This is an optimization exercise on Yosys and OpenROAD, whose aim is small area, not a production implementation. The RTL was checked by simulation tests, not by an equivalence proof against the original design. No activity file was given, so power comes from the tool's default toggle rates.

==> flow/design.v (excerpt) <==
module rvPipe (
    input  logic             clk,
    input  logic             rstN,
    output rvIsaPkg::addr_t  instrAddr,
    input  rvIsaPkg::instr_t instr,
    output rvIsaPkg::word_t  dMemAddr,
    output rvIsaPkg::word_t  dMemData,
    output logic             dMemWrite
);
    logic               idValid;
    rvIsaPkg::regAddr_t exRs1, exRs2, exRd;
    logic [6:0]         exImmHi;
    logic [2:0]         exFunct3;
    logic               exUseImm, exRegWrite, exStore;
    rvIsaPkg::word_t    rs1Data, rs2Data, aluOut;
    fetchStage fetchStageInst (
        .clk     (clk),
        .rstN    (rstN),
        .pc      (instrAddr),
        .idValid (idValid)
    );
    decodeStage decodeStageInst (
        .clk(clk), .rstN(rstN), .instr(instr), .idValid(idValid),
        .exRs1(exRs1), .exRs2(exRs2), .exRd(exRd), .exImmHi(exImmHi),
        .exFunct3(exFunct3), .exUseImm(exUseImm),
        .exRegWrite(exRegWrite), .exStore(exStore)
    );
    regFile regFileInst (
        .clk        (clk),
        .rstN       (rstN),
        .rs1Addr    (exRs1),
        .rs2Addr    (exRs2),
        .wbRd       (exRd),
        .wbResult   (aluOut),
        .wbRegWrite (exRegWrite),
        .rs1Data    (rs1Data),
        .rs2Data    (rs2Data)
    );
    executeStage executeStageInst (
        .clk(clk), .rstN(rstN),
        .exRs2(exRs2), .exRd(exRd), .exImmHi(exImmHi), .exFunct3(exFunct3),
        .exUseImm(exUseImm), .exStore(exStore),
        .rs1Data(rs1Data), .rs2Data(rs2Data), .aluOut(aluOut),
        .dMemAddr(dMemAddr), .dMemData(dMemData), .dMemWrite(dMemWrite)
    );
endmodule
Size: about 130 I/O pins, ~45000 sq um of cells after synthesis.
Settings: LEC_CHECK=0, CAP_MARGIN=20, CORE_MARGIN=2, CORE_UTILIZATION=75, CTS_BUF_LIST=sky130_fd_sc_hd__clkbuf_8, CTS_CLUSTER_DIAMETER=50, CTS_CLUSTER_SIZE=16, SETUP_SLACK_MARGIN=0.3, SLEW_MARGIN=20; clock period 7.0 ns.
standard.sh (not shown) runs the stock make flow with config.mk's settings and CLKGATE_MAP_FILE= SYNTH_SCRIPT=/design/flow/synth_recipe.tcl, a recipe that flattens the netlist after the stock synthesis.
==> flow/flow/run.sh <==
#!/bin/bash
# Own layout flow: the standard flow, except that synthesis maps the logic
# with an area-oriented ABC script and no adder cells (each module on its own),
# ports are buffered with the smallest buffer, and CTS adds no dummy loads.
# Each step's full output goes to a log file in the work folder.
set -euo pipefail
W=$(pwd)

# 1. synthesis (the registers come out as in the standard flow's own synthesis)
OWN_ABC_SCRIPT="$W/flow/area.abc" bash standard.sh \
  SYNTH_SCRIPT="$W/flow/synth_own.tcl" SYNTH_HIERARCHICAL=1 SYNTH_MINIMUM_KEEP_SIZE=0 \
  ADDER_MAP_FILE= synth > "$W/own_synth.log" 2>&1

# 2. floorplan to final layout
bash standard.sh \
  BUFFER_PORTS_ARGS="-buffer_cell sky130_fd_sc_hd__buf_1" \
  CTS_ARGS="-sink_clustering_enable -repair_clock_nets -dont_use_dummy_load -buf_list sky130_fd_sc_hd__clkbuf_8 -sink_clustering_size 16 -sink_clustering_max_diameter 50" \
  finish > "$W/own_layout.log" 2>&1

test -s "$W/out/final.def"
==> flow/flow/area.abc <==
strash
 &get -n
 &dch
 &nf -R 1000 -p
 &put
==> flow/flow/synth_own.tcl <==
# The standard flow's synthesis script (synth_recipe.tcl), with one change: ABC maps the
# logic with the script named by OWN_ABC_SCRIPT instead of ORFS's speed script.
proc synth {args} { yosys synth -nofsm -noshare {*}$args }
set own_f [open $::env(SCRIPTS_DIR)/synth.tcl]
set own_txt [read $own_f]
close $own_f
set own_txt [string map [list {log_cmd abc {*}$abc_args} {log_cmd abc {*}[lreplace $abc_args 1 1 $::env(OWN_ABC_SCRIPT)]}] $own_txt]
if { [string first OWN_ABC_SCRIPT $own_txt] < 0 } { error "could not place the ABC script" }
eval $own_txt
# left out here: clear keep_hierarchy, flatten, clean up, hide names made inside functions, write 1_2_yosys.v
Rerun with:
CORE_UTILIZATION = 65   (was 75)
SETUP_SLACK_MARGIN = 0.4   (was 0.3)
=> Wire length falls by 0.41%. Cell count grows by 4.5%. Power goes up by 0.82%. Sequential power stays flat. Cell area rises by 0.57%. Non-clock buffer count is higher by 7. Die area rose by 15%. Hold slack hardly moves. Combinational power is about the same. Clock skew decreases by 12 ps.

separate check: timing with driven ports:
The flow's constraints put no driver on any port. The routed layouts listed below were extracted and timed again, unchanged, in two steps.
Step 1 assumes that a clkbuf_16 drives the clock port and a buf_2 every other input.
Step 2 times the ports against the registers' clock, not the clock port: input delays grow and output delays shrink by t, the midpoint of the rising clock arrivals with the driver on.
Three values: no drivers, after step 1, after step 2; two values: the first two.
run | t (ns) | setup slack, ns | hold slack, ns | worst setup path after step 2 | cell pins on the clock port's net
the first run | 0.781 | 0.341 / 0.341 / 0.341 | 0.479 / 0.479 / 0.479 | register to register | 1
the second run | 0.806 | 0.601 / 0.601 / 0.601 | 0.481 / 0.481 / 0.481 | register to register | 1
After both steps every run listed still meets setup and hold.
